Background: an optimization exercise with open tools, aiming at small area. Do not read the settings as production practice. At most, simulation tests tie the RTL to the original design; equivalence was not proved. Function not checked in run 7: the RTL went through the layout flow alone. Power is estimated from default activity; no workload was simulated. No driver is modelled on the clock port, so clocking that relies on it looks cheaper here than on a real chip.

==> flow/flow/run.sh <==
#!/bin/bash
set -euo pipefail
W=$PWD
{
  printf 'proc abc {args} {\n'
  printf '  set i [lsearch $args -script]\n'
  printf '  if {$i >= 0} { set args [lreplace $args [expr {$i+1}] [expr {$i+1}] %s] }\n' "$W/flow/area.abc"
  printf '  yosys abc {*}$args\n'
  printf '}\n'
  cat synth_recipe.tcl
} > flow_synth.tcl
grep -q 'SYNTH_SCRIPT=' standard.sh
sed "s#SYNTH_SCRIPT=[^ ]*#SYNTH_SCRIPT=$W/flow_synth.tcl#" standard.sh > flow_standard.sh
export BUFFER_PORTS_ARGS="-buffer_cell sky130_fd_sc_hd__buf_1"
export CTS_ARGS="-sink_clustering_enable -repair_clock_nets -sink_clustering_size 36 -sink_clustering_max_diameter 60 -buf_list sky130_fd_sc_hd__clkbuf_16 -root_buf sky130_fd_sc_hd__clkbuf_8 -tree_buf sky130_fd_sc_hd__clkbuf_8 -dont_use_dummy_load"
bash flow_standard.sh > flow_make.log 2>&1
==> flow/flow/area.abc <==
strash
dch -f
amap
topo
stime -c
dnsize -c
==> flow/standard.sh <==
#!/bin/bash
# synth_recipe.tcl (not shown) runs the flow's synth.tcl, then flattens the netlist and writes it again
# the make line also repeats each setting of config.mk as NAME=value (left out here)
make -C /OpenROAD-flow-scripts/flow DESIGN_CONFIG=/design/flow/config.mk WORK_HOME=/design/flow/orfs CLKGATE_MAP_FILE= SYNTH_SCRIPT=/design/flow/synth_recipe.tcl "${@:-finish}"
==> flow/config.mk <==
export PLATFORM = sky130hd
export DESIGN_NAME = pipeCpu
export DESIGN_NICKNAME = pipeCpu
export VERILOG_FILES = /design/flow/design.v
export SDC_FILE = /design/flow/constraint.sdc
export NUM_CORES = 4
export LEC_CHECK = 0
export CAP_MARGIN = 20
export CORE_MARGIN = 2
export CORE_UTILIZATION = 40
export CTS_BUF_LIST = sky130_fd_sc_hd__clkbuf_16
export CTS_CLUSTER_DIAMETER = 100
export CTS_CLUSTER_SIZE = 30
export PLACE_DENSITY = 0.6
export SLEW_MARGIN = 20
==> flow/constraint.sdc <==
create_clock -name core_clock -period 10.0 [get_ports {clk}]
set_input_delay 2.0000 -clock core_clock [delete_from_list [all_inputs] [get_ports {clk}]]
set_output_delay 2.0000 -clock core_clock [all_outputs]
set_load 0.01 [all_outputs]
==> flow/design.v <==
`timescale 1ns/1ps
module pipeCpu (
    input  logic        clk,
    input  logic        rstN,
    output logic [31:0] pc,
    input  logic [31:0] inst,
    output logic [31:0] dataAddress,
    output logic [31:0] writeMemData,
    output logic        memRead,
    output logic        memWrite,
    input  logic [31:0] readMemData
);
    logic [2:0]  ph;         
    logic        p2;         
    logic [31:2] pcR;
    logic [27:0] aR;         
    logic [27:0] bR;         
    logic        aluC;
    logic        pcC;
    logic        flag;       
    logic [5:0] op;
    logic [5:0] fn;
    logic [4:0] rs;
    logic [4:0] rt;
    logic [4:0] rd;
    assign op = inst[31:26];
    assign fn = inst[5:0];
    assign rs = inst[25:21];
    assign rt = inst[20:16];
    assign rd = inst[15:11];
    logic isR, rAdd, rSub, rAnd, rOr, rSlt;
    logic iAddiu, iOri, iLui, iLw, iSw, iBeq, iBne, iJ, isBr;
    assign isR    = (op == 6'h00);
    assign rAdd   = isR && (fn == 6'h21);
    assign rSub   = isR && (fn == 6'h23);
    assign rAnd   = isR && (fn == 6'h24);
    assign rOr    = isR && (fn == 6'h25);
    assign rSlt   = isR && (fn == 6'h2a);
    assign iAddiu = (op == 6'h09);
    assign iOri   = (op == 6'h0d);
    assign iLui   = (op == 6'h0f);
    assign iLw    = (op == 6'h23);
    assign iSw    = (op == 6'h2b);
    assign iBeq   = (op == 6'h04);
    assign iBne   = (op == 6'h05);
    assign iJ     = (op == 6'h02);
    assign isBr   = iBeq || iBne;
    logic twoPass;
    logic ph0;
    logic ph7;
    logic last;
    assign twoPass = rSlt || iLw || iSw || isBr;
    assign ph0     = (ph == 3'd0);
    assign ph7     = (ph == 3'd7);
    assign last    = ph7 && (p2 || !twoPass);
    logic [31:0] rf [1:31];
    logic [31:0][3:0] bot;
    assign bot[0] = 4'd0;
    genvar g;
    generate
        for (g = 1; g < 32; g++) begin : gBot
            assign bot[g] = rf[g][3:0];
        end
    endgenerate
    logic [3:0] rd1;
    logic [3:0] rd2;
    assign rd1 = bot[rs];
    assign rd2 = bot[rt];
    logic       we;
    logic [4:0] wreg;
    logic [3:0] wdata;
    generate
        for (g = 1; g < 32; g++) begin : gReg
            always_ff @(posedge clk) begin
                rf[g] <= {(we && wreg == g) ? wdata : rf[g][3:0], rf[g][31:4]};
            end
        end
    endgenerate
    logic [3:0] iDig;
    logic [3:0] aOp;
    logic [3:0] bSrc;
    logic [3:0] bOp;
    logic       sub;
    logic       cin;
    logic [4:0] sum;
    logic [3:0] alu;
    logic       lt;
    logic [2:0] dIdx;
    logic [3:0] instDig;
    logic [1:0] ePrev;
    assign dIdx    = {ph[2] && !iLui, ph[1:0]};
    assign instDig = inst[{dIdx, 2'b00} +: 4];
    always_comb begin
        if (iLui)                iDig = ph[2] ? instDig : 4'd0;
        else if (iJ || !ph[2])   iDig = instDig;
        else if (iOri)           iDig = 4'd0;
        else                     iDig = {4{inst[15]}};
    end
    assign aOp  = iLui ? 4'd0 : rd1;
    assign bSrc = isR ? rd2 : iDig;
    assign sub  = rSub || rSlt;
    assign bOp  = sub ? ~bSrc : bSrc;
    assign cin  = ph0 ? sub : aluC;
    assign sum  = {1'b0, aOp} + {1'b0, bOp} + {4'd0, cin};
    assign lt   = (aOp[3] ^ bSrc[3]) ? aOp[3] : sum[3];
    always_comb begin
        if (rAnd)                    alu = aOp & bOp;
        else if (rOr || iOri || iLui) alu = aOp | bOp;
        else                         alu = sum[3:0];
    end
    assign memRead  = iLw && !p2 && ph7;
    assign memWrite = iSw && !p2 && ph7;
    assign wreg = isR ? rd : rt;
    always_comb begin
        if (!p2) begin
            we    = rAdd || rSub || rAnd || rOr || rSlt || iAddiu || iOri || iLui || (iLw && ph7);
            if (iLw)       wdata = readMemData[31:28];
            else if (rSlt) wdata = 4'd0;
            else           wdata = alu;
        end else begin
            we    = (iLw && !ph7) || (rSlt && ph0);
            wdata = rSlt ? {3'd0, flag} : aR[3:0];
        end
    end
    logic [3:0]  xDig;
    logic [3:0]  pcDig;
    logic [31:0] pcFull;
    logic        taken;
    logic [3:0]  xOp;
    logic [4:0]  pcSum;
    logic [3:0]  bIn;
    logic [31:0] bNext;
    assign xDig   = {iDig[1:0], ph0 ? 2'b00 : ePrev};
    assign pcFull = {pcR, 2'b11};
    assign pcDig  = pcFull[{ph, 2'b00} +: 4];
    assign taken  = iBeq ? flag : !flag;
    assign xOp    = (isBr && p2 && taken) ? xDig : 4'd0;
    assign pcSum  = {1'b0, pcDig} + {1'b0, xOp} + {4'd0, ph0 | pcC};
    always_comb begin
        if (iSw && !p2)       bIn = rd2;
        else if (iJ && !ph7)  bIn = xDig;
        else                  bIn = pcSum[3:0];
    end
    assign bNext = {bIn, bR};
    always_ff @(posedge clk or negedge rstN) begin
        if (!rstN) begin
            ph  <= 3'd0;
            p2  <= 1'b0;
        end else begin
            ph <= ph + 3'd1;
            if (ph7) p2 <= twoPass && !p2;
        end
    end
    always_ff @(posedge clk) begin
        if (!rstN)     pcR <= '0;
        else if (last) pcR <= bNext[31:2];
    end
    always_ff @(posedge clk) begin
        aluC <= sum[4];
        pcC  <= pcSum[4];
        bR   <= bNext[31:4];
        ePrev <= iDig[3:2];
        aR   <= memRead ? readMemData[27:0] : {alu, aR[27:4]};
        if (!p2) begin
            if (isBr)     flag <= (ph0 || flag) && (rd1 == rd2);
            else if (ph7) flag <= lt;
        end
    end
    assign pc           = {pcR, 2'b00};
    assign dataAddress  = {alu, aR};
    assign writeMemData = {rd2, bR};
endmodule
==> results.ini, run 1 <==
[finish]
final_common_cell = dfxtp_1
nFillCells = 6048
final_util_pct = 45.1
syn_to_final_growth_pct = 11.5
drive_gt1_share_pct = 3.89
layout.nets = 2245
layout_common_cells = 1082 x dfxtp_1, 158 x buf_1, 130 x o22a_1
antennaDiodeCount = 0

[setup_path]
crit_path_max_fanout = 7
worst-endpoint-arrival_ps = 6650
crit_chain = buf_1 -> clkinv_1 -> nor4_1 -> nand2_1 -> clkinv_1 -> nor2_1 -> o221ai_1 -> a21oi_1 -> o22ai_1 -> clkinv_1 -> o22ai_1 -> nor2_1 -> a21oi_1 -> fa_1 -> clkinv_1 -> fa_1 -> a21oi_1 -> o21ai_0 -> o22ai_1 -> buf_1
worst_path_max_delay_cell = nor4_1
crit_top_cell = clkinv_1
cp-end-kind = output pin
startpoint_type = input pin
crit_path_max_incr_delay_ps = 770
r2r_cells = 21
path_class = input pin to output pin
critical_path_required_ps = 8000

[global_route]
grt_pass1_wl_um = 90100
grt_pass1_vias = 14600
antenna_found_initial = 1
grt_overflow = 0
grt_max_degree = 64
grt_usage_pct = 16.8

[yosys]
syn_inst = 1924
ys_seq_elements = 1087
seq_area_frac_synth_pct = 80.0
async_flop_share_pct = 0.368
netlist_area_um2 = 27200
post_synth_num_cell_types = 38
synth-edff-count = 1
yosysWarnings = 2
synth_area_per_cell_um2 = 14.2
synth_ff_type = dfxtp_1

[route]
firstDrtPassIters = 5
viasPerCell = 5.09
routed_wirelength_um = 60400
drc = 0
ant_nets = 0
wl_per_cell_um = 19.9
drt_iter0_drc = 1387
vias = 15400

[floorplanning]
die-area_um2 = 70200
core_area_um2 = 67300
die_w_um = 265
chipHeight_um = 265
pin_count = 164
core.rowCount = 95
initial_core_util_pct = 40.5

[timing]
fin_tns_setup_ps = 0
slew_headroom_pct = 29.0
hold_violations = 0
min_period_over_period_pct = 86.5
min_period_ps = 8650
skew_ps = 139
worst_slew_pin_slew_ps = 1060
max_freq_mhz = 116
slew_violations = 0
timing.final.ws_setup_ps = 1350
setup_viol = 0
rsz0062_at_grt = false

[min_path]
holdPathStages = 0
hold_class = register to register

[clock_network]
cts_buffers = 51
cts.path.max_buffers = 3
clk_pin_slew_ps = 120
cts_hold_buf = 0
cts_tree = built
post_cts_buffers = 0
post_cts_resize_count = 0
htree_levels = 2
cts_sinks = 1087
cts_root_buf = clkbuf_8
clk_latency_ps = 770

[run_status]
status = finished clean

[pwr]
powerDensity_nw_per_um2 = 230
seq_power_share_pct = 64.4
p_switching_uw = 1550
p_int_uw = 5440
p_comb_share_pct = 6.1
ir_drop_mv = 0.142
pwr-share-clk_pct = 29.5
sw_frac_of_total_pct = 22.2
power_leakage_uw = 0.0112

[place]
gp_congestion = 0.886
io_buffers = 161
place_ws_ps = 1310
dp_hpwl_um = 42100

[flow_run]
cap_violations = 0

==> synthesized netlist by cell type, types with 5 or more instances <==
cell / n / area share (%)
dfxtp_1: 1082 / 80
o22a_1: 130 / 4.2
clkinv_1: 128 / 1.8
o22ai_1: 108 / 2.5
nor2_1: 93 / 1.3
a21oi_1: 70 / 1.3
o221ai_1: 66 / 2.1
o221a_1: 31 / 1.3
nand2_1: 30 / 0.41
a22oi_1: 27 / 0.74
a221oi_1: 21 / 0.68
o21ai_0: 20 / 0.37
nand4_1: 15 / 0.34
ha_1: 14 / 0.64
a22o_1: 10 / 0.32
a31oi_1: 10 / 0.23
a32oi_1: 8 / 0.26
nor3_1: 7 / 0.13
nand3_1: 6 / 0.11
or2_0: 6 / 0.14
a311oi_1: 5 / 0.16
==> final cells by class <==
type	instances	area (um2)	share of cell area, %
Tap cell	873	1090	3.60
Clock buffer	51	1220	4.02
Timing Repair Buffer	185	788	2.60
Inverter	128	480	1.58
Multi-Input combinational cell	708	5000	16.5
Sequential cell	1087	21800	71.7
==> path summary, 6_finish.rpt <==
path / start / slack [ps] / to
worst max-delay path: inst[26] / 1350 / dataAddress[30]
worst min-delay path: rf[24][21] / 240 / rf[24][17]
worst max register to register: ph[0] / 4280 / rf[29][31]
worst min register to register: rf[24][21] / 240 / rf[24][17]
max in group asynchronous: rstN / 8430 / ph[0]
min in group asynchronous: rstN / 1310 / ph[2]
==> through the flow <==
step | instance area [um2] | instances | power (uW) | hold WS, ps
floorplan | 27200 | 1925 | 4800 | 310
CTS | 30400 | 3032 | 7070 | 241
global placement | 29200 | 2981 | 5030 | 310
global route | 30400 | 3032 | 7260 | 235
finish | 30400 | 3032 | 7000 | 239
detailed placement | 29200 | 2981 | 5030 | 312
==> per-layer routing <==
layer	GRT usage (%)	vias up	routed length, um
met3	3.20	102	3430
li1	-	7369	-
met4	4.17	2	1380
met2	26.3	474	26800
met5	0	-	13
met1	23.8	7484	28700
==> cell families after synthesis <==
kind of cell               after synthesis  share of synthesized area (%)
AOI/OAI and AO/OA                      517                           14.5
DFF                                   1087                           80.0
buffers and inverters                  130                           1.82
other                                    1                         0.0138
adders and majority gates               18                          0.937
and+or+nand+nor                        171                           2.75
==> state kept, by name, summed over array words and instances (netlist names) <==
register / flops
ph: 3
pcC: 1
ePrev: 2
flag: 1
aR: 28
bR: 28
p2: 1
aluC: 1
rf: 992
pcR: 30
==> power groups by stage <==
stage	clock [uW]	sequential [uW]	combinational, uW
after floorplan	0	4610	194
after global routing	2290	4520	452
after global placement	0	4600	424
after CTS	2130	4510	428
final	2060	4510	424
after detailed placement	0	4610	426
==> worst max-delay path, delay by kind of cell <==
family | cells | cell delay [ps]
buf+inv | 6 | 1150
compound gates | 8 | 1510
fa+ha+maj | 2 | 700
simple gates | 4 | 1270
==> run 2, diff against run 1 <==
==> flow/flow/run.sh (replaced) <==
#!/bin/bash
set -euo pipefail
W=$PWD
{
  printf 'proc abc {args} {\n'
  printf '  set i [lsearch $args -script]\n'
  printf '  if {$i >= 0} { set args [lreplace $args [expr {$i+1}] [expr {$i+1}] %s] }\n' "$W/flow/area.abc"
  printf '  yosys abc {*}$args\n'
  printf '}\n'
  cat synth_recipe.tcl
} > flow_synth.tcl
grep -q 'SYNTH_SCRIPT=' standard.sh
sed "s#SYNTH_SCRIPT=[^ ]*#SYNTH_SCRIPT=$W/flow_synth.tcl#" standard.sh > flow_standard.sh
export BUFFER_PORTS_ARGS="-buffer_cell sky130_fd_sc_hd__buf_1"
export CTS_ARGS="-sink_clustering_enable -repair_clock_nets -sink_clustering_size 30 -sink_clustering_max_diameter 100 -buf_list sky130_fd_sc_hd__clkbuf_16 -root_buf sky130_fd_sc_hd__clkbuf_8 -tree_buf sky130_fd_sc_hd__clkbuf_8 -dont_use_dummy_load"
bash flow_standard.sh > flow_make.log 2>&1
==> run 2 against run 1 <==
  * Die area is the same
  * Largest cell class unchanged
  * Register-to-register slack got worse by 80 ps
  * Clock skew increased by 4.3 ps
  * Still clean on timing, DRC and antenna
  * Sequential power barely moved
  * Critical endpoint unchanged
  * Worst setup slack worse by 75 ps
==> results.ini, run 2 <==
[finish]
layout.nets = 2237  ; -0.36%
nFillCells = 6067  ; +0.31%
syn_to_final_growth_pct = 10.8
final_common_cell = dfxtp_1
largest_reg_flops = 992  ; unchanged
layout_common_cells = 1082 x dfxtp_1, 158 x buf_1, 130 x o22a_1
drive_gt1_share_pct = 3.53  ; -0.36 points
top_regs = rf (992), pcR (30)
top_register = rf
final_util_pct = 44.9  ; -0.29 points
final_cells = 3025  ; -0.23%

[pwr]
pwr-share-clk_pct = 27.9  ; -1.6 points
p_switching_uw = 1530  ; -1.4%
p_int_uw = 5310  ; -2.4%
sw_frac_of_total_pct = 22.4  ; +0.18 points
power_leakage_uw = 0.0111  ; -0.88%
p_comb_share_pct = 6.2  ; about the same
powerDensity_nw_per_um2 = 227  ; -1.5%
seq_power_share_pct = 65.9  ; +1.5 points
ir_drop_mv = 0.134  ; -5.7%

[route]
wl_per_cell_um = 20.0  ; +0.25%
drc = 0  ; unchanged
firstDrtPassIters = 6  ; +1
vias = 15400  ; -0.34%
viasPerCell = 5.08  ; -0.11%
drt_iter0_drc = 1429  ; +3.0%
routed_wirelength_um = 60400  ; about the same
ant_nets = 0  ; unchanged

[yosys]
synth_adder_area_share_pct = 0.937  ; unchanged
synthTopCellsByArea = dfxtp_1 80%, o22a_1 4.2%, o22ai_1 2.5%, o221ai_1 2.1%, clkinv_1 1.8%
seq_area_frac_synth_pct = 80.0  ; unchanged
synth-edff-count = 1  ; unchanged
synth_common_cells = 1082 x dfxtp_1, 130 x o22a_1, 128 x clkinv_1
synth.top_cell.area_share_pct = 79.5  ; unchanged
ys_seq_elements = 1087  ; unchanged
post_synth_num_cell_types = 38  ; unchanged
yosysWarnings = 2  ; unchanged
synth_ff_type = dfxtp_1
async_flop_share_pct = 0.368  ; unchanged
yosysMostFrequentCell = dfxtp_1
yosys.area.top_type = dfxtp_1
yosys.area_share.simple_pct = 2.75  ; unchanged
synth_area_per_cell_um2 = 14.2  ; unchanged
synth_top_family_by_area = compound AO/OA/AOI/OAI gates
synth_compound_area_share_pct = 14.5  ; unchanged
muxShareOfSynthArea_pct = 0  ; unchanged
netlist_area_um2 = 27200  ; unchanged
syn_inst = 1924  ; unchanged
synthXorXnorAreaFrac_pct = 0  ; unchanged

[timing]
fin_tns_setup_ps = 0  ; unchanged
hold_violations = 0  ; unchanged
min_period_ps = 8730  ; +74.8 ps
timing.final.ws_setup_ps = 1270  ; -74.8 ps
max_freq_mhz = 115  ; -0.86%
worst_slew_pin_slew_ps = 1040  ; -12.9 ps
min_period_over_period_pct = 87.3  ; +0.75 points
rsz0062_at_grt = false
finalHoldWorstSlack_ps = 250  ; +11.3 ps
slew_violations = 0  ; unchanged
skew_ps = 143  ; +4.34 ps
setup_viol = 0  ; unchanged
slew_headroom_pct = 29.9  ; +0.86 points

[clock_network]
htree_levels = 2  ; unchanged
post_cts_resize_count = 0  ; unchanged
cts_tree = built
cts_sinks = 1087  ; unchanged
cts_buffers = 43  ; -16%
cts_hold_buf = 0  ; unchanged
clk_latency_ps = 760  ; about the same
post_cts_buffers = 0  ; unchanged
cts_root_buf = clkbuf_8
cts.path.max_buffers = 3  ; unchanged
clk_pin_slew_ps = 100  ; -20 ps

[floorplanning]
pin_count = 164  ; unchanged
chipHeight_um = 265  ; unchanged
core.rowCount = 95  ; unchanged
initial_core_util_pct = 40.5  ; unchanged
core_area_um2 = 67300  ; unchanged
die_w_um = 265  ; unchanged
die-area_um2 = 70200  ; unchanged

[setup_path]
cp-end-kind = output pin
critical_path_required_ps = 8000  ; about the same
worst-endpoint-arrival_ps = 6730  ; +80 ps
crit_path_max_fanout = 7  ; unchanged
rrSetupSlack_ps = 4200  ; -80 ps
r2r_cells = 21  ; unchanged
crit-reg2reg-launch = ph[0]
startpoint_type = input pin
path_class = input pin to output pin
r2r_end = rf[29][31]

[min_path]
holdPathStages = 0  ; unchanged
hp-start = rf[26][6]
hold_class = register to register
hold_end = rf[26][2]

[global_route]
grt_max_degree = 64  ; unchanged
grt_usage_pct = 16.8  ; about the same
grt_overflow = 0  ; unchanged
grt_pass1_wl_um = 90000  ; -0.11%
antenna_found_initial = 2  ; +1
grt_pass1_vias = 14500  ; -0.48%

[place]
io_buffers = 161  ; unchanged
dp_cells = 2981  ; unchanged
place_ws_ps = 1310  ; unchanged
dp_hpwl_um = 42100  ; unchanged
gp_congestion = 0.886  ; unchanged

[flow_run]
cap_violations = 0  ; unchanged

[run_status]
status = finished clean

==> run 2: changes by cell type in the layout (fill, tap and decap cells not counted) <==
cell       change
clkbuf_16      -8
diode_2        +1
==> run 2: area by class of cell <==
| type | count | area [um2] | share of cell area [%] |
|---|---|---|---|
| Sequential cell | 1087 | 21800 | 72.2 |
| Multi-Input combinational cell | 708 | 5000 | 16.6 |
| Tap cell | 873 | 1090 | 3.62 |
| Clock buffer | 43 | 1020 | 3.38 |
| Timing Repair Buffer | 185 | 788 | 2.61 |
| Inverter | 128 | 480 | 1.59 |
| Antenna cell | 1 | 2.50 | 0.00829 |
==> run 2: how the worst max path moves through the flow <==
stage / slack (ps) / startpoint / to / depth (start not counted)
2_1_floorplan: 1920 / inst[31] / dataAddress[30] / 12
3_5_place_dp: 1310 / inst[26] / dataAddress[30] / 20
5_1_grt: 860 / inst[26] / dataAddress[30] / 20
6_report: 1270 / inst[26] / dataAddress[30] / 20
4_1_cts: 1290 / inst[26] / dataAddress[30] / 20
3_3_place_gp: 1330 / inst[26] / dataAddress[30] / 20
==> run 2: logic make-up after synthesis <==
kind of cell	after synthesis
adder cells (fa/ha/maj)	18
buffers and inverters	130
AO/OA/AOI/OAI	517
other	1
AND/OR/NAND/NOR	171
flip-flops	1087
==> run 2: power groups by stage <==
stage	sequential [uW]	clock (uW)	combinational, uW
after floorplan	4610	0	194
after global placement	4600	0	424
after detailed placement	4610	0	426
after CTS	4510	1970	428
after global routing	4520	2130	452
final	4510	1910	424
==> run 2: worst max-delay path, cell delays in order <==
cell,delay (ps)
buf_1,210
clkinv_1,260
nor4_1,820
nand2_1,320
clkinv_1,230
nor2_1,130
o221ai_1,100
a21oi_1,110
o22ai_1,220
clkinv_1,180
o22ai_1,220
nor2_1,60
a21oi_1,290
fa_1,270
clkinv_1,90
fa_1,440
a21oi_1,140
o21ai_0,80
o22ai_1,350
buf_1,200
==> run 2: stage by stage <==
step                      power [uW]  cell area, um2
after floorplan                 4800           27200
after global placement          5030           29200
after detailed placement        5030           29200
after CTS                       6910           30200
after global routing            7100           30200
final                           6840           30200
==> run 2: routing by layer <==
| metal | up-vias | wire [um] | global-route usage [%] |
|---|---|---|---|
| li1 | 7340 | - | - |
| met2 | 476 | 26900 | 26.4 |
| met5 | - | 13 | 0 |
| met1 | 7468 | 28600 | 24.0 |
| met4 | 2 | 1430 | 4.46 |
| met3 | 93 | 3430 | 2.76 |
==> run 3, diff against run 2 <==
--- a/flow/design.v
+++ b/flow/design.v
@@ -137,8 +137,8 @@
     assign xOp    = (isBr && p2 && taken) ? xDig : 4'd0;
     assign pcSum  = {1'b0, pcDig} + {1'b0, xOp} + {4'd0, ph0 | pcC};
     always_comb begin
-        if (iSw && !p2)       bIn = rd2;
-        else if (iJ && !ph7)  bIn = xDig;
+        if ((iSw || iLw) && !p2) bIn = alu;
+        else if (iJ && !ph7)     bIn = xDig;
         else                  bIn = pcSum[3:0];
     end
     assign bNext = {bIn, bR};
@@ -160,13 +160,13 @@
         pcC  <= pcSum[4];
         bR   <= bNext[31:4];
         ePrev <= iDig[3:2];
-        aR   <= memRead ? readMemData[27:0] : {alu, aR[27:4]};
+        aR   <= {(iSw && !p2) ? rd2 : 4'd0, aR[27:4]} | (memRead ? readMemData[27:0] : 28'd0);
         if (!p2) begin
             if (isBr)     flag <= (ph0 || flag) && (rd1 == rd2);
             else if (ph7) flag <= lt;
         end
     end
     assign pc           = {pcR, 2'b00};
-    assign dataAddress  = {alu, aR};
-    assign writeMemData = {rd2, bR};
+    assign dataAddress  = {alu, bR};
+    assign writeMemData = {rd2, aR};
 endmodule
==> run 3 against run 2 <==
  * Via count up 1.1%
  * Flip-flop and latch count unchanged
  * Hold slack improved by 11 ps
  * First-iteration DRC count decreased by 17%
  * Non-clock buffer count up 3
  * Count of clock-buffer cells in the layout is the same
  * Maximum frequency rose by 3.4%
  * Utilization shrank 0.052 points
  * Synthesized cell count is 0.42% lower
  * Critical path type unchanged
  * Critical endpoint unchanged
==> results.ini, run 3 <==
[run_status]
status = finished clean

[route]
routed_wirelength_um = 60400  ; about the same
firstDrtPassIters = 8  ; +2
vias = 15600  ; +1.1%
drc = 0  ; unchanged
wl_per_cell_um = 20.0  ; +0.20%
viasPerCell = 5.15  ; +1.3%
ant_nets = 0  ; unchanged
drt_iter0_drc = 1189  ; -17%

[yosys]
syn_inst = 1916  ; -0.42%
synth_common_cells = 1082 x dfxtp_1, 124 x o22ai_1, 123 x clkinv_1
yosysMostFrequentCell = dfxtp_1
async_flop_share_pct = 0.368  ; unchanged
synth-edff-count = 1  ; unchanged
synth_ff_type = dfxtp_1
synth.top_cell.area_share_pct = 79.7  ; +0.14 points
synthTopCellsByArea = dfxtp_1 80%, o22a_1 3.5%, o22ai_1 2.9%, o221ai_1 1.8%, clkinv_1 1.7%
seq_area_frac_synth_pct = 80.2  ; +0.14 points
yosys.area.top_type = dfxtp_1
post_synth_num_cell_types = 41  ; +7.9%
yosysWarnings = 2  ; unchanged
ys_seq_elements = 1087  ; unchanged
netlist_area_um2 = 27200  ; -0.18%
synth_area_per_cell_um2 = 14.2  ; +0.24%

[finish]
final_common_cell = dfxtp_1
largest_reg_flops = 992  ; unchanged
top_register = rf
drive_gt1_share_pct = 3.63  ; +0.10 points
syn_to_final_growth_pct = 10.9  ; about the same
nFillCells = 6040  ; -0.45%
layout_common_cells = 1082 x dfxtp_1, 159 x buf_1, 124 x o22ai_1
top_regs = rf (992), pcR (30)
antennaDiodeCount = 0  ; -1
layout.nets = 2232  ; -0.22%

[global_route]
grt_pass1_vias = 14600  ; +0.71%
antenna_found_initial = 2  ; unchanged
grt_usage_pct = 16.6  ; -0.13 points
grt_pass1_wl_um = 89200  ; -0.88%
grt_max_degree = 63  ; -1.6%
grt_overflow = 0  ; unchanged

[setup_path]
worst-endpoint-arrival_ps = 6440  ; -290 ps
cp-end-kind = output pin
crit_path_max_incr_delay_ps = 560  ; -260 ps
critical_path_required_ps = 8000  ; about the same
crit_chain = buf_1 -> or2_0 -> nor4_1 -> nor2b_1 -> nor2_1 -> o221ai_1 -> a21oi_1 -> o22ai_1 -> clkinv_1 -> o22ai_1 -> nor2_1 -> a21oi_1 -> fa_1 -> clkinv_1 -> fa_1 -> nor2_1 -> a21oi_1 -> nor2_1 -> a21oi_1 -> o22ai_1 -> clkinv_1 -> buf_1
worst_path_max_delay_cell = nor2b_1
startpoint_type = input pin
crit_path_max_fanout = 8  ; +1
path_class = input pin to output pin

[floorplanning]
die_w_um = 265  ; about the same
core_area_um2 = 67300  ; unchanged
die-area_um2 = 70100  ; -0.18%
pin_count = 164  ; unchanged
initial_core_util_pct = 40.4  ; -0.073 points
core.rowCount = 95  ; unchanged
chipHeight_um = 265  ; about the same

[timing]
slew_headroom_pct = 32.2  ; +2.4 points
max_freq_mhz = 119  ; +3.4%
hold_violations = 0  ; unchanged
min_period_over_period_pct = 84.4  ; -2.9 points
finalHoldWorstSlack_ps = 261  ; +11.1 ps
setup_viol = 0  ; unchanged
rsz0062_at_grt = false
timing.final.ws_setup_ps = 1560  ; +289 ps
min_period_ps = 8440  ; -289 ps
skew_ps = 81.9  ; -61.2 ps
fin_tns_setup_ps = 0  ; unchanged
worst_slew_pin_slew_ps = 1020  ; -27.6 ps
slew_violations = 0  ; unchanged

[clock_network]
post_cts_resize_count = 0  ; unchanged
clk_latency_ps = 710  ; -50 ps
cts_root_buf = clkbuf_8
clk_pin_slew_ps = 100  ; about the same
cts_hold_buf = 0  ; unchanged
post_cts_buffers = 0  ; unchanged
cts_buffers = 43  ; unchanged
cts_tree = built
htree_levels = 2  ; unchanged
cts_sinks = 1087  ; unchanged
cts.path.max_buffers = 3  ; unchanged

[place]
dp_hpwl_um = 42000  ; -0.22%
io_buffers = 161  ; unchanged
gp_congestion = 0.918  ; +3.6%
place_ws_ps = 1610  ; +307 ps

[pwr]
powerDensity_nw_per_um2 = 222  ; -2.2%
power_leakage_uw = 0.0113  ; +1.8%
ir_drop_mv = 0.134  ; -0.36%

[min_path]
hold_class = register to register

[flow_run]
cap_violations = 0  ; unchanged

[run 3: cell count changes after synthesis, moves of 8 or more]
cell | before | now
a21o_1 | 0 | 24
nand2_1 | 30 | 22
o22ai_1 | 108 | 124
o22a_1 | 130 | 109
o221ai_1 | 66 | 57
[run 3: cell families (layout without fill, tap and decap cells)]
group | count (synthesis) | in the layout | share of synthesized area [%]
simple gates | 162 | 162 | 2.65
compound gates | 523 | 523 | 14.5
fa+ha+maj | 18 | 18 | 0.939
buf+inv | 125 | 354 | 1.75
other cells | 1 | 2 | 0.0138
flops | 1087 | 1087 | 80.2
[run 3: critical path, delay by kind of cell]
family                     cells  cell delay, ps
buffers and inverters          5             670
AOI/OAI and AO/OA              8            1210
and+or+nand+nor                7            1810
adders and majority gates      2             720
[run 3: final cells by class]
class	instances	area, um2	share of cell area (%)
clock buffer	43	1020	3.38
inverter	123	462	1.53
multi-input combinational	705	4950	16.4
sequential	1087	21800	72.3
tap	873	1090	3.62
timing repair buffer	188	822	2.73
[run 3: final timing paths]
| kind | startpoint | end | slack [ps] | cells past startpoint |
|---|---|---|---|---|
| max | inst[31] | dataAddress[30] | 1560 | 22 |
| max in group asynchronous | rstN | p2 | 8410 | 2 |
| min reg2reg | rf[19][21] | rf[19][17] | 260 | 0 |
| min in group asynchronous | rstN | ph[1] | 1310 | 2 |
| max reg2reg | ph[1] | rf[7][30] | 4000 | 22 |
| min | rf[19][21] | rf[19][17] | 260 | 0 |
[run 3: per-layer routing]
| layer | global-route usage [%] | vias up | share of wire (%) |
|---|---|---|---|
| li1 | - | 7290 | - |
| met1 | 23.2 | 7562 | 47 |
| met2 | 26.3 | 578 | 44 |
| met3 | 3.17 | 118 | 6.1 |
| met4 | 5.02 | 4 | 2.8 |
| met5 | 0 | - | 0.043 |
[run 3: report_power, final]
group	total (uW)	leakage, uW	switching, uW	internal [uW]
logic	339	0.00199	248	90.5
clock network	1890	0.000504	1170	724
registers	4450	0.00881	35.2	4420
[run 3: through the flow]
stage	cells	utilization [%]	total power (uW)	cell area, um2
after floorplan	1917	-	4700	27200
after global placement	2976	43.3	4880	29100
after detailed placement	2976	43.3	4890	29100
after CTS	3019	44.8	6750	30100
after global routing	3019	44.8	6920	30100
final	3019	44.8	6680	30100
==> run 4, diff against run 3 <==
--- a/flow/design.v
+++ b/flow/design.v
@@ -64,8 +64,14 @@
     endgenerate
     logic [3:0] rd1;
     logic [3:0] rd2;
-    assign rd1 = bot[rs];
-    assign rd2 = bot[rt];
+    always_comb begin
+        rd1 = 4'd0;
+        rd2 = 4'd0;
+        for (int r = 1; r < 32; r++) begin
+            rd1 = rd1 | (bot[r] & {4{rs == r[4:0]}});
+            rd2 = rd2 | (bot[r] & {4{rt == r[4:0]}});
+        end
+    end
     logic       we;
     logic [4:0] wreg;
     logic [3:0] wdata;
==> flow/flow/area.abc (replaced) <==
&get -n
&st
&dch
&nf -R 1000 -p
&st
&dch
&nf -R 1000 -p
&put
topo
stime -c
dnsize -c
==> run 4 against run 3 <==
  * Still clean on timing, DRC and antenna
  * Sequential share of layout area is 0.50 points higher
  * Sequential power hardly changed
  * Combinational power is 55% lower
  * Highest routed layer is now met4
==> results.ini, run 4 <==
[run_status]
status = finished clean

[timing]
fin_tns_setup_ps = 0  ; unchanged
skew_ps = 54.7  ; -27.2 ps
slew_violations = 0  ; unchanged
worst_slew_pin_slew_ps = 931  ; -85.4 ps
min_period_ps = 8520  ; +84.8 ps
slew_headroom_pct = 37.5  ; +5.2 points
min_period_over_period_pct = 85.2  ; +0.85 points
hold_violations = 0  ; unchanged
rsz0062_at_grt = false
setup_viol = 0  ; unchanged
max_freq_mhz = 117  ; -0.99%

[floorplanning]
die-area_um2 = 69700  ; -0.53%
core_area_um2 = 67000  ; -0.35%
chipHeight_um = 264  ; -0.27%
die_w_um = 264  ; -0.27%
initial_core_util_pct = 40.3  ; -0.075 points
pin_count = 164  ; unchanged
core.rowCount = 95  ; unchanged

[clock_network]
clk_pin_slew_ps = 100  ; about the same
post_cts_buffers = 0  ; unchanged
cts_tree = built
cts.path.max_buffers = 3  ; unchanged
cts_sinks = 1087  ; unchanged
clk_latency_ps = 710  ; about the same
htree_levels = 2  ; unchanged
cts_buffers = 42  ; -2.3%
cts_root_buf = clkbuf_8
cts_hold_buf = 0  ; unchanged
post_cts_resize_count = 0  ; unchanged

[yosys]
post_synth_num_cell_types = 53  ; +29%
syn_inst = 1984  ; +3.5%
synth_common_cells = 1082 x dfxtp_1, 163 x nand2_1, 157 x nor2_1
yosys.area_share.simple_pct = 8.07  ; +5.4 points
synth_compound_area_share_pct = 8.49  ; -6.0 points
yosysWarnings = 2  ; unchanged
yosysMostFrequentCell = dfxtp_1
synth_adder_area_share_pct = 0.944  ; +0.0051 points
netlist_area_um2 = 27000  ; -0.54%
synth_area_per_cell_um2 = 13.6  ; -3.9%
synth_top_family_by_area = compound AO/OA/AOI/OAI gates
async_flop_share_pct = 0.368  ; unchanged
ys_seq_elements = 1087  ; unchanged
seq_area_frac_synth_pct = 80.6  ; +0.43 points
muxShareOfSynthArea_pct = 1.30  ; +1.3 points
synth-edff-count = 1  ; unchanged
synth_ff_type = dfxtp_1
synthTopCellsByArea = dfxtp_1 80%, o21ai_0 2.6%, nand2_1 2.3%, nor2_1 2.2%, a22oi_1 1.6%
synthXorXnorAreaFrac_pct = 0.324  ; +0.32 points
synth.top_cell.area_share_pct = 80.1  ; +0.43 points
yosys.area.top_type = dfxtp_1

[pwr]
powerDensity_nw_per_um2 = 216  ; -2.7%
ir_drop_mv = 0.133  ; -0.63%
totalPowerFinal_uw = 6460  ; -3.4%
power_leakage_uw = 0.0117  ; +3.2%

[place]
placed_area_um2 = 28900  ; -0.65%
dp_hpwl_um = 54400  ; +29%
dp_cells = 3041  ; +2.2%
gp_congestion = 0.931  ; +1.4%
io_buffers = 161  ; unchanged

[finish]
layout_common_cells = 1082 x dfxtp_1, 163 x nand2_1, 160 x buf_1
syn_to_final_growth_pct = 10.7
final_cell_area_um2 = 29900  ; -0.69%
layout.nets = 2296  ; +2.9%
drive_gt1_share_pct = 3.76  ; +0.12 points
top_register = rf
top_regs = rf (992), pcR (30)
final_cells = 3085  ; +2.2%
largest_reg_flops = 992  ; unchanged
final_common_cell = dfxtp_1
final_util_pct = 44.6  ; -0.15 points

[route]
drc = 0  ; unchanged
routed_wirelength_um = 72600  ; +20%
viasPerCell = 4.90  ; -4.9%
ant_nets = 0  ; unchanged
drt_iter0_drc = 1324  ; +11%
wl_per_cell_um = 23.5  ; +18%
vias = 15100  ; -2.8%
firstDrtPassIters = 8  ; unchanged

[setup_path]
crit_start = inst[20]
crit-reg2reg-launch = rf[23][0]
worst-endpoint-arrival_ps = 6520  ; +80 ps
crit_path_max_fanout = 15  ; +7
cp-end-kind = output pin
path_class = input pin to output pin
startpoint_type = input pin
critical_path_required_ps = 8000  ; about the same

[global_route]
grt_overflow = 0  ; unchanged
grt_pass1_wl_um = 103000  ; +15%
grt_usage_pct = 20.5  ; +3.9 points
antenna_found_initial = 1  ; -1
grt_max_degree = 35  ; -44%
grt_pass1_vias = 14600  ; -0.41%

[min_path]
hp-start = rf[16][20]
hold_class = register to register

[flow_run]
cap_violations = 0  ; unchanged

## run 4: report_power, final
group | leakage [uW] | internal, uW | switching [uW]
registers | 0.00879 | 4400 | 35.4
clock network | 0.000492 | 707 | 1170
logic | 0.00239 | 39.6 | 114
## run 4: routing by layer
| layer | global-route usage [%] | vias to the layer above | part of all wire [%] |
|---|---|---|---|
| met5 | 0 | - | 0 |
| met2 | 33.3 | 453 | 46 |
| met3 | 3.38 | 122 | 5.1 |
| met1 | 27.8 | 7345 | 46 |
| li1 | - | 7199 | - |
| met4 | 7.20 | 0 | 3.6 |
## run 4: cells by family (layout without fill, tap and decap cells)
logic type	count (synthesis)	after routing
adders and majority gates	18	18
xor gates and xnor gates	10	10
AOI/OAI and AO/OA	355	355
other	1	4
muxes	20	20
DFF	1087	1087
buffers and inverters	17	242
and+or+nand+nor	476	476
## run 4: final cells by class
type	count	area (um2)
clock buffers	42	995
flip-flops and latches	1087	21800
well taps	873	1090
diodes	2	5.00
inverters	15	56.3
multi-input cells	881	5210
repair buffers	185	786
fillers	6116	37100
## run 4: worst max-delay path: stages
cell and delay (ps):
buf_1 460, buf_4 300, or3_1 180, nor2_1 130, a22o_1 220, a221oi_1 340, nand4_1 180, or3_1 500
nor2_1 120, a21oi_1 60, xor2_1 290, fa_1 260, clkinv_1 110, fa_1 480, mux2_1 300, a21oi_1 370
buf_1 210
## run 4: worst paths after layout
check / endpoint / slack, ps / cells after the start
setup / recovery: dataAddress[29] / 1480 / 17
hold / removal: rf[16][16] / 300 / 0
setup reg to reg: rf[10][30] / 5110 / 16
hold reg to reg: rf[16][16] / 300 / 0
max in group asynchronous: ph[1] / 8440 / 2
min in group asynchronous: ph[0] / 1280 / 2
## run 4: per-stage QoR
stage,hold slack [ps],worst slack [ps]
finish,295,1480
global route,305,1240
CTS,302,1550
detailed placement,312,1550
global placement,309,1560
floorplan,310,2850
==> run 5, diff against run 4 <==
==> flow/flow/area.abc (replaced) <==
&get -n
&st
&dch
&nf -R 1000
&st
&dch
&nf -R 1000
&put
topo
stime -c
dnsize -c
==> run 5 against run 4 <==
  * Clock skew grew 38 ps
  * Total power grew 0.44%
  * Routed wire length grew 3.4%
  * Combinational power is essentially flat
  * Cell count grew 0.19%
  * Via count grew 1.4%
==> results.ini, run 5 <==
[timing]
min_period_ps = 8570  ; +47.0 ps
min_period_over_period_pct = 85.7  ; +0.47 points
max_freq_mhz = 117  ; -0.55%
worst_slew_pin_slew_ps = 1090  ; +164 ps
setup_viol = 0  ; unchanged
slew_headroom_pct = 26.5  ; -11 points
fin_tns_setup_ps = 0  ; unchanged
hold_violations = 0  ; unchanged
rsz0062_at_grt = false
skew_ps = 92.6  ; +37.9 ps
slew_violations = 0  ; unchanged

[pwr]
power_leakage_uw = 0.0117  ; +0.43%
pwr-share-clk_pct = 29.3  ; +0.3 points
sw_frac_of_total_pct = 20.5  ; +0.11 points
p_int_uw = 5160  ; +0.30%
p_switching_uw = 1330  ; +0.98%
powerDensity_nw_per_um2 = 217  ; +0.47%
p_comb_share_pct = 2.4  ; about the same
ir_drop_mv = 0.145  ; +9.4%
seq_power_share_pct = 68.3  ; -0.3 points

[route]
drt_iter0_drc = 1356  ; +2.4%
ant_nets = 0  ; unchanged
highest_layer = met4
wl_met1_um = 34700  ; +4.4%
wl_per_cell_um = 24.3  ; +3.2%
dr_wl_met2_um = 33600  ; +1.5%
drc = 0  ; unchanged
viasPerCell = 4.96  ; +1.2%
vias = 15300  ; +1.4%
routed_wirelength_um = 75100  ; +3.4%
firstDrtPassIters = 6  ; -2
dr_wl_met3_um = 4070  ; +10%

[setup_path]
startpoint_type = input pin
crit-reg2reg-launch = ph[1]
path_buf_inv = 3  ; -1
crit_path_max_fanout = 28  ; +13
r2r_cells = 15  ; -1
cp-end-kind = output pin
rrSetupSlack_ps = 4950  ; -160 ps
crit_chain = buf_1 -> nor3_1 -> a22o_1 -> a221oi_1 -> nand4_1 -> or3_1 -> nor2_1 -> a21oi_1 -> xor2_1 -> fa_1 -> clkinv_1 -> fa_1 -> mux2_1 -> a21oi_1 -> buf_1
path_class = input pin to output pin
worst-endpoint-arrival_ps = 6570  ; +50 ps
r2r_end = rf[31][29]
crit_path_max_incr_delay_ps = 710  ; +210 ps
worst_path_max_delay_cell = buf_1
crit_start = inst[20]
crit_family = simple AND/OR/NAND/NOR gates
critical_path_required_ps = 8000  ; about the same

[yosys]
ys_seq_elements = 1087  ; unchanged
async_flop_share_pct = 0.368  ; unchanged
synth_common_cells = 1082 x dfxtp_1, 164 x nand2_1, 157 x nor2_1
yosys.area.top_type = dfxtp_1
post_synth_num_cell_types = 54  ; +1.9%
synth_area_per_cell_um2 = 13.6  ; -0.50%
yosysWarnings = 2  ; unchanged
synth-edff-count = 1  ; unchanged
synthTopCellsByArea = dfxtp_1 80%, o21ai_0 2.6%, nand2_1 2.3%, nor2_1 2.2%, a22oi_1 1.6%
synth.top_cell.area_share_pct = 80.1  ; about the same
yosysMostFrequentCell = dfxtp_1
seq_area_frac_synth_pct = 80.5  ; about the same
synth_ff_type = dfxtp_1
syn_inst = 1995  ; +0.55%
netlist_area_um2 = 27100  ; about the same

[floorplanning]
die-area_um2 = 69700  ; about the same
initial_core_util_pct = 40.4  ; about the same
pin_count = 164  ; unchanged
core.rowCount = 95  ; unchanged
chipHeight_um = 264  ; about the same
die_w_um = 264  ; about the same
core_area_um2 = 67000  ; unchanged

[min_path]
hold_class = register to register
holdPathStages = 0  ; unchanged
hp-start = rf[17][31]
hold_end = rf[17][27]

[global_route]
grt_overflow = 0  ; unchanged
grt_pass1_vias = 14600  ; +0.36%
grt_usage_pct = 21.3  ; +0.77 points
grt_pass1_wl_um = 106000  ; +3.3%
grt_max_degree = 35  ; unchanged
antenna_found_initial = 2  ; +1

[finish]
nFillCells = 6143  ; +0.44%
syn_to_final_growth_pct = 10.6  ; about the same
layout_common_cells = 1082 x dfxtp_1, 164 x nand2_1, 161 x buf_1
top_regs = rf (992), pcR (30)
layout.nets = 2301  ; +0.22%
top_register = rf
ff_latch_area_um2 = 21800  ; unchanged
largest_reg_flops = 992  ; unchanged
final_common_cell = dfxtp_1
final_util_pct = 44.6  ; about the same
multi_input_area_um2 = 5210  ; about the same
drive_gt1_share_pct = 3.43  ; -0.32 points

[clock_network]
cts.path.max_buffers = 3  ; unchanged
post_cts_buffers = 0  ; unchanged
cts_sinks = 1087  ; unchanged
htree_levels = 2  ; unchanged
cts_tree = built
cts_hold_buf = 0  ; unchanged
post_cts_resize_count = 0  ; unchanged
clk_pin_slew_ps = 100  ; about the same
clk_latency_ps = 730  ; +20 ps
cts_root_buf = clkbuf_8
cts_buffers = 43  ; +2.4%

[place]
io_buffers = 161  ; unchanged
gp_congestion = 0.937  ; +0.56%
dp_hpwl_um = 56200  ; +3.3%

[flow_run]
cap_violations = 0  ; unchanged

[run_status]
status = finished clean

## run 5: cell families after synthesis
group | synth area share, %
DFF | 80.5
AOI/OAI and AO/OA | 8.57
adders and majority gates | 0.944
buffers and inverters | 0.319
and+or+nand+nor | 8.01
xor gates and xnor gates | 0.324
muxes | 1.27
other | 0.0139
## run 5: how the worst max path moves through the flow
stage	endpoint	cells after the start	slack (ps)
finish	dataAddress[29]	15	1430
global route	dataAddress[29]	15	1080
CTS	dataAddress[29]	15	1480
detailed placement	dataAddress[29]	15	1500
global placement	dataAddress[29]	15	1480
floorplan	dataAddress[29]	14	2850
## run 5: power groups by stage
stage | Clock, uW | Combinational [uW] | Sequential (uW)
floorplan | 0 | 60.2 | 4510
global placement | 0 | 153 | 4530
detailed placement | 0 | 152 | 4530
CTS | 1970 | 153 | 4430
global route | 2110 | 164 | 4440
finish | 1900 | 153 | 4430
## run 5: final cells by class
type                       instances  share of cell area [%]
sequential                      1087                    72.8
timing repair buffer             178                    2.45
inverter                          19                   0.238
clock buffer                      43                    3.41
multi-input combinational        888                    17.4
antenna                            3                  0.0251
tap                              873                    3.65
## run 5: routing by layer
metal | vias up | GRT usage [%]
met5 | - | 0
met4 | 0 | 7.59
met3 | 120 | 3.37
met2 | 489 | 33.7
met1 | 7482 | 29.6
li1 | 7233 | -
## run 5: metrics by stage
stage,instances,setup WS (ps),hold WS [ps],area (um2),total power (uW)
3_3_place_gp,3045,1480,309,28900,4680
2_1_floorplan,1996,2850,310,27100,4570
6_report,3091,1430,278,29900,6490
4_1_cts,3088,1480,281,29900,6550
5_1_grt,3090,1080,286,29900,6710
3_5_place_dp,3045,1500,312,28900,4680
==> run 6, diff against run 5 <==
--- a/flow/config.mk
+++ b/flow/config.mk
@@ -11,5 +11,6 @@
 export CTS_BUF_LIST = sky130_fd_sc_hd__clkbuf_16
 export CTS_CLUSTER_DIAMETER = 100
 export CTS_CLUSTER_SIZE = 30
+export GPL_TIMING_DRIVEN = 0
 export PLACE_DENSITY = 0.6
 export SLEW_MARGIN = 20
==> run 6 against run 5 <==
  * Sequential power about the same
  * Still clean
  * Highest routed layer is now met5
  * Maximum frequency down 5.7%
  * Non-clock buffer count up 22
==> results.ini, run 6 <==
[setup_path]
crit_path_max_fanout = 13  ; -54%
path_class = input pin to output pin
crit_path_max_incr_delay_ps = 870  ; +160 ps
critical_path_required_ps = 8000  ; about the same
crit_chain = buf_1 -> nand2b_1 -> nor3_1 -> a221oi_1 -> nand4_1 -> or3_1 -> nor2_1 -> a21oi_1 -> xor2_1 -> fa_1 -> clkinv_1 -> fa_1 -> mux2_1 -> a21oi_1 -> buf_1
startpoint_type = input pin
r2r_end = rf[21][31]
crit_start = inst[18]
worst_path_max_delay_cell = nor3_1
r2r_cells = 21  ; +6
cp-end-kind = output pin
rrSetupSlack_ps = 4350  ; -600 ps
worst-endpoint-arrival_ps = 7090  ; +520 ps
crit-reg2reg-launch = rf[4][0]

[yosys]
synth-edff-count = 1  ; unchanged
yosysWarnings = 2  ; unchanged
ys_seq_elements = 1087  ; unchanged
netlist_area_um2 = 27100  ; unchanged
yosys.area.top_type = dfxtp_1
synth_ff_type = dfxtp_1
synth_common_cells = 1082 x dfxtp_1, 164 x nand2_1, 157 x nor2_1
synth_area_per_cell_um2 = 13.6  ; unchanged
post_synth_num_cell_types = 54  ; unchanged
synthTopCellsByArea = dfxtp_1 80%, o21ai_0 2.6%, nand2_1 2.3%, nor2_1 2.2%, a22oi_1 1.6%
async_flop_share_pct = 0.368  ; unchanged
seq_area_frac_synth_pct = 80.5  ; unchanged
yosysMostFrequentCell = dfxtp_1
synth.top_cell.area_share_pct = 80.1  ; unchanged
syn_inst = 1995  ; unchanged

[floorplanning]
initial_core_util_pct = 40.4  ; unchanged
pin_count = 164  ; unchanged
die-area_um2 = 69700  ; unchanged
die_w_um = 264  ; unchanged
core.rowCount = 95  ; unchanged
core_area_um2 = 67000  ; unchanged
chipHeight_um = 264  ; unchanged

[clock_network]
cts_hold_buf = 0  ; unchanged
cts.path.max_buffers = 3  ; unchanged
cts_tree = built
post_cts_resize_count = 0  ; unchanged
clk_pin_slew_ps = 100  ; about the same
clk_latency_ps = 730  ; about the same
post_cts_buffers = 0  ; unchanged
cts_sinks = 1087  ; unchanged
cts_buffers = 43  ; unchanged
htree_levels = 2  ; unchanged
cts_root_buf = clkbuf_8

[timing]
slew_headroom_pct = 21.8  ; -4.7 points
rsz0062_at_grt = false
hold_violations = 0  ; unchanged
setup_viol = 0  ; unchanged
min_period_ps = 9090  ; +522 ps
min_period_over_period_pct = 90.9  ; +5.2 points
max_freq_mhz = 110  ; -5.7%
slew_violations = 0  ; unchanged
worst_slew_pin_slew_ps = 1160  ; +69.8 ps
skew_ps = 77.9  ; -14.6 ps

[pwr]
ir_drop_mv = 0.120  ; -18%
totalPowerFinal_uw = 6480  ; about the same
powerDensity_nw_per_um2 = 215  ; -0.75%
power_leakage_uw = 0.0118  ; +0.92%

[finish]
nFillCells = 6100  ; -0.70%
drive_gt1_share_pct = 4.83  ; +1.4 points
layout.nets = 2323  ; +0.96%
final_common_cell = dfxtp_1
ff_latch_area_um2 = 21800  ; about the same
syn_to_final_growth_pct = 11.3
layout_common_cells = 1082 x dfxtp_1, 164 x nand2_1, 159 x buf_1
top_register = rf
top_regs = rf (992), pcR (30)
final_cells = 3111  ; +0.65%
multi_input_area_um2 = 5250  ; +0.86%
largest_reg_flops = 992  ; unchanged

[run_status]
status = finished clean

[flow_run]
cap_violations = 0  ; unchanged

[place]
io_buffers = 161  ; unchanged
dp_cells = 3067  ; +0.72%
dp_hpwl_um = 52600  ; -6.3%
gp_congestion = 0.941  ; +0.45%

[min_path]
hold_end = rf[5][17]
hold_class = register to register
hp-start = rf[5][21]
holdPathStages = 0  ; unchanged

[global_route]
grt_pass1_vias = 14500  ; -0.61%
grt_usage_pct = 19.6  ; -1.7 points
grt_overflow = 0  ; unchanged
grt_max_degree = 35  ; unchanged
antenna_found_initial = 2  ; unchanged
grt_pass1_wl_um = 99500  ; -6.2%

[route]
wl_per_cell_um = 22.3  ; -8.3%
vias = 15300  ; +0.098%
firstDrtPassIters = 5  ; -1
drc = 0  ; unchanged
ant_nets = 0  ; unchanged
routed_wirelength_um = 69400  ; -7.7%
viasPerCell = 4.93  ; -0.55%
drt_iter0_drc = 1236  ; -8.8%

==> run 6: cell counts after synthesis <==
No cell type changed its count.
==> run 6: where the power goes <==
part / switching (uW) / internal [uW] / total, uW
clock: 1170 / 724 / 1890
combinational: 115 / 49.7 / 164
sequential: 31.5 / 4400 / 4430
total: 1310 / 5170 / 6480
==> run 6: cell families after synthesis <==
logic type | synth area share (%)
compound gates | 8.57
xor+xnor | 0.324
fa+ha+maj | 0.944
buf+inv | 0.319
flops | 80.5
mux | 1.27
other cells | 0.0139
simple gates | 8.01
==> run 6: routing by layer <==
layer | vias to the layer above | track usage, % | part of all wire, %
li1 | 7264 | - | -
met1 | 7422 | 27.2 | 46
met2 | 506 | 30.8 | 45
met3 | 145 | 3.16 | 5.1
met4 | 2 | 7.40 | 3.9
met5 | - | 0 | 0.019
==> run 6: how the worst max path moves through the flow <==
stage / end / slack [ps] / cells past startpoint
final: dataAddress[29] / 910 / 15
after detailed placement: dataAddress[29] / 860 / 16
after floorplan: dataAddress[29] / 2850 / 14
after CTS: dataAddress[29] / 850 / 16
after global routing: dataAddress[29] / 690 / 15
after global placement: rf[15][29] / -3110 / 17
==> run 6: area by class of cell <==
class | instances | share of cell area [%]
inverter | 19 | 0.237
clock buffer | 43 | 3.39
multi-input combinational | 888 | 17.4
timing repair buffer | 198 | 2.90
buffer | 2 | 0.0498
sequential | 1087 | 72.3
antenna | 1 | 0.00831
tap | 873 | 3.63
==> run 6: worst max-delay path, delay by kind of cell <==
| family | cells | cell delay, ps |
|---|---|---|
| compound gates | 3 | 870 |
| xor+xnor | 1 | 360 |
| fa+ha+maj | 2 | 740 |
| buf+inv | 3 | 930 |
| mux | 1 | 290 |
| simple gates | 5 | 1870 |
==> run 6: per-stage QoR <==
stage	area, um2	setup slack [ps]	utilization (%)	TNS, ps	hold slack, ps
after floorplan	27100	2850	-	0	310
after global placement	28800	-3110	42.9	-301840	310
after detailed placement	29100	861	43.4	0	312
after CTS	30100	852	44.9	0	265
after global routing	30100	690	44.9	0	256
final	30100	909	44.9	0	266
==> run 7, diff against run 6 <==
--- a/flow/design.v
+++ b/flow/design.v
@@ -95,7 +95,11 @@
     logic [3:0] instDig;
     logic [1:0] ePrev;
     assign dIdx    = {ph[2] && !iLui, ph[1:0]};
-    assign instDig = inst[{dIdx, 2'b00} +: 4];
+    always_comb begin
+        instDig = 4'd0;
+        for (int k = 0; k < 8; k++)
+            instDig = instDig | (inst[4*k +: 4] & {4{dIdx == k[2:0]}});
+    end
     always_comb begin
         if (iLui)                iDig = ph[2] ? instDig : 4'd0;
         else if (iJ || !ph[2])   iDig = instDig;
@@ -138,7 +142,11 @@
     logic [31:0] bNext;
     assign xDig   = {iDig[1:0], ph0 ? 2'b00 : ePrev};
     assign pcFull = {pcR, 2'b11};
-    assign pcDig  = pcFull[{ph, 2'b00} +: 4];
+    always_comb begin
+        pcDig = 4'd0;
+        for (int k = 0; k < 8; k++)
+            pcDig = pcDig | (pcFull[4*k +: 4] & {4{ph == k[2:0]}});
+    end
     assign taken  = iBeq ? flag : !flag;
     assign xOp    = (isBr && p2 && taken) ? xDig : 4'd0;
     assign pcSum  = {1'b0, pcDig} + {1'b0, xOp} + {4'd0, ph0 | pcC};
==> flow/flow/area.abc (replaced) <==
&get -n
&st
&dch
&nf -R 1000 -p
&st
&dch
&nf -R 1000 -p
&put
topo
stime -c
dnsize -c
--- a/flow/config.mk
+++ b/flow/config.mk
@@ -11,6 +11,5 @@
 export CTS_BUF_LIST = sky130_fd_sc_hd__clkbuf_16
 export CTS_CLUSTER_DIAMETER = 100
 export CTS_CLUSTER_SIZE = 30
-export GPL_TIMING_DRIVEN = 0
 export PLACE_DENSITY = 0.6
 export SLEW_MARGIN = 20
==> run 7 against run 6 <==
  * Maximum frequency grew 6.6%
  * Utilization shrank 0.18 points
  * Worst setup slack improved by 560 ps
  * Die area shrank 0.18%
  * Routed wire length increased by 8.5%
  * Cell area decreased by 0.40%
  * Count of clock-buffer cells in the layout is the same
  * Cell count is 0.55% lower
  * Critical path depth unchanged
==> results.ini, run 7 <==
[yosys]
synthXorXnorAreaFrac_pct = 0.389  ; +0.065 points
syn_inst = 1984  ; -0.55%
post_synth_num_cell_types = 50  ; -7.4%
yosysWarnings = 2  ; unchanged
synth_compound_area_share_pct = 9.06  ; +0.49 points
synth_ff_type = dfxtp_1
synthTopCellsByArea = dfxtp_1 80%, nor2_1 2.9%, a21oi_1 2.1%, a22oi_1 1.5%, o21ai_0 1.4%
synth_area_per_cell_um2 = 13.6  ; +0.37%
synth-edff-count = 1  ; unchanged
async_flop_share_pct = 0.368  ; unchanged
muxShareOfSynthArea_pct = 0.431  ; -0.84 points
yosys.area.top_type = dfxtp_1
synth.top_cell.area_share_pct = 80.2  ; +0.15 points
yosys.area_share.simple_pct = 8.04  ; +0.029 points
seq_area_frac_synth_pct = 80.7  ; +0.15 points
synth_top_family_by_area = compound AO/OA/AOI/OAI gates
ys_seq_elements = 1087  ; unchanged
synth_common_cells = 1082 x dfxtp_1, 207 x nor2_1, 113 x a21oi_1
netlist_area_um2 = 27000  ; -0.18%
synth_adder_area_share_pct = 1.08  ; +0.14 points
yosysMostFrequentCell = dfxtp_1

[flow_run]
cap_violations = 0  ; unchanged

[pwr]
ir_drop_mv = 0.157  ; +31%
power_leakage_uw = 0.0116  ; -2.0%
totalPowerFinal_uw = 6440  ; -0.65%
powerDensity_nw_per_um2 = 215  ; -0.25%

[clock_network]
cts_tree = built
cts_buffers = 43  ; unchanged
clk_latency_ps = 710  ; -20 ps
cts.path.max_buffers = 3  ; unchanged
cts_sinks = 1087  ; unchanged
post_cts_buffers = 0  ; unchanged
clk_pin_slew_ps = 100  ; about the same
cts_hold_buf = 0  ; unchanged
cts_root_buf = clkbuf_8
post_cts_resize_count = 0  ; unchanged
htree_levels = 2  ; unchanged

[route]
viasPerCell = 4.95  ; +0.48%
drt_iter0_drc = 1451  ; +17%
firstDrtPassIters = 6  ; +1
ant_nets = 0  ; unchanged
wl_per_cell_um = 24.3  ; +9.1%
vias = 15300  ; -0.065%
routed_wirelength_um = 75300  ; +8.5%
drc = 0  ; unchanged

[finish]
ff_latch_area_um2 = 21800  ; about the same
multi_input_area_um2 = 5180  ; -1.3%
top_regs = rf (992), pcR (30)
layout.nets = 2308  ; -0.65%
layout_common_cells = 1082 x dfxtp_1, 207 x nor2_1, 161 x buf_1
final_common_cell = dfxtp_1
largest_reg_flops = 992  ; unchanged
drive_gt1_share_pct = 3.65  ; -1.2 points
syn_to_final_growth_pct = 11.1
final_cell_area_um2 = 30000  ; -0.40%
nFillCells = 6158  ; +0.95%
top_register = rf

[global_route]
grt_usage_pct = 21.3  ; +1.7 points
grt_util_met1_pct = 29.1  ; +1.9 points
grtUsageMet2_pct = 35.1  ; +4.3 points
grt_pass1_vias = 14800  ; +1.9%
grt_util_met3_pct = 3.23  ; +0.065 points
grt_pass1_wl_um = 107000  ; +7.0%
antenna_found_initial = 1  ; -1
grt_overflow = 0  ; unchanged
top_usage_layer = met2
grt_max_degree = 35  ; unchanged

[timing]
min_period_over_period_pct = 85.3  ; -5.6 points
slew_violations = 0  ; unchanged
timing.final.ws_setup_ps = 1470  ; +563 ps
finalHoldWorstSlack_ps = 313  ; +47.5 ps
hold_violations = 0  ; unchanged
rsz0062_at_grt = false
slew_headroom_pct = 24.4  ; +2.6 points
fin_tns_setup_ps = 0  ; unchanged
max_freq_mhz = 117  ; +6.6%
min_period_ps = 8530  ; -563 ps
skew_ps = 71.1  ; -6.86 ps
worst_slew_pin_slew_ps = 1120  ; -40.0 ps
setup_viol = 0  ; unchanged

[setup_path]
rrSetupSlack_ps = 4730  ; +380 ps
cp-end-kind = output pin
path_class = input pin to output pin
crit_cells = 15  ; unchanged
crit_path_max_fanout = 18  ; +5
crit_family = buffers and inverters
crit_path_max_incr_delay_ps = 690  ; -180 ps
crit_chain = buf_1 -> buf_4 -> nor3_1 -> a222oi_1 -> nand4_1 -> nand4b_1 -> o21ai_0 -> xor2_1 -> fa_1 -> clkinv_1 -> fa_1 -> xnor2_1 -> a21oi_1 -> nor2_1 -> buf_1
path_buf_inv = 4  ; +1
worst-endpoint-arrival_ps = 6530  ; -560 ps
critical_path_required_ps = 8000  ; about the same
worst_path_max_delay_cell = buf_1
startpoint_type = input pin
r2r_cells = 19  ; -9.5%

[floorplanning]
initial_core_util_pct = 40.3  ; -0.075 points
core.rowCount = 95  ; unchanged
die_w_um = 264  ; about the same
core_area_um2 = 67000  ; unchanged
chipHeight_um = 264  ; about the same
pin_count = 164  ; unchanged
die-area_um2 = 69600  ; -0.18%

[place]
io_buffers = 161  ; unchanged
place_ws_ps = 1570  ; +705 ps
gp_congestion = 0.921  ; -2.1%
dp_hpwl_um = 56800  ; +7.9%
placed_area_um2 = 29000  ; -0.46%

[min_path]
hold_class = register to register
holdPathStages = 0  ; unchanged

[run_status]
status = finished clean

[run 7: final cells by class]
class / count / share of cell area, %
repair buffers: 193 / 2.83
well taps: 873 / 3.64
multi-input cells: 880 / 17.3
inverters: 16 / 0.200
flip-flops and latches: 1087 / 72.6
diodes: 2 / 0.0167
clock buffers: 43 / 3.40
[run 7: power by group]
| part | internal, uW | total [uW] | leakage [uW] | switching, uW |
|---|---|---|---|---|
| logic | 38.6 | 149 | 0.00230 | 110 |
| clock network | 724 | 1900 | 0.000504 | 1170 |
| registers | 4370 | 4390 | 0.00878 | 23.3 |
[run 7: through the flow]
stage | cells | util [%]
2_1_floorplan | 1985 | -
3_3_place_gp | 3048 | 43.2
3_5_place_dp | 3049 | 43.2
4_1_cts | 3092 | 44.7
5_1_grt | 3093 | 44.7
6_report | 3094 | 44.7
[run 7: layer usage]
metal  routed length [um]  up-vias  part of all wire [%]
met3                 3490      103                   4.6
met2                34600      439                    46
met4                 2400        0                   3.2
met1                34800     7500                    46
li1                     -     7287                     -
met5                    0        -                     0
[run 7: logic make-up (layout without fill, tap and decap cells)]
group                    after synthesis  count (layout)
AO/OA/AOI/OAI                        367             367
XOR/XNOR                              12              12
adder cells (fa/ha/maj)               21              21
buffers and inverters                 18             252
flip-flops                          1087            1087
multiplexers                          11              11
other                                  1               4
AND/OR/NAND/NOR                      467             467
[run 7: path summary, 6_finish.rpt]
kind,from,endpoint
min in group asynchronous,rstN,ph[1]
min reg2reg,rf[22][26],rf[22][22]
max in group asynchronous,rstN,p2
min,rf[22][26],rf[22][22]
max reg2reg,ph[0],rf[12][30]
max,inst[20],dataAddress[30]

==> port drivers added, routing unchanged <==
No port has a modelled driver above. Below, the same layouts with a new extraction and two added sets of constraints.
Step 1: set_driving_cell puts a clkbuf_16 on clk and a buf_2 on each other input, an assumption about the parent block.
Step 2 moves the port delays by t, midway between the first and last clock arrival at a register: inputs arrive t later, outputs are due t later. That takes back most of the time a late clock gives input paths.
Three values: ideal, step 1, step 2; two values: the first two.
| run | t, ns | setup slack, ns | worst setup path after step 2 | cell pins on the clock port's net |
|---|---|---|---|---|
| run 1 | 0.760 | 1.348 / 1.307 / 1.307 | input to output | 1 |
| run 2 | 0.744 | 1.273 / 1.232 / 1.232 | input to output | 1 |
| run 3 | 0.726 | 1.562 / 1.513 / 1.513 | input to output | 1 |
| run 4 | 0.748 | 1.477 / 1.434 / 1.434 | input to output | 1 |
| run 5 | 0.742 | 1.430 / 1.363 / 1.363 | input to output | 1 |
| run 6 | 0.742 | 0.909 / 0.823 / 0.823 | input to output | 1 |
| run 7 | 0.732 | 1.472 / 1.441 / 1.441 | input to output | 1 |
After both steps setup and hold are still met in every run listed. For run 6, which loses most, drivers alone change the setup slack by -0.086 ns; drivers and shift together by -0.086 ns.
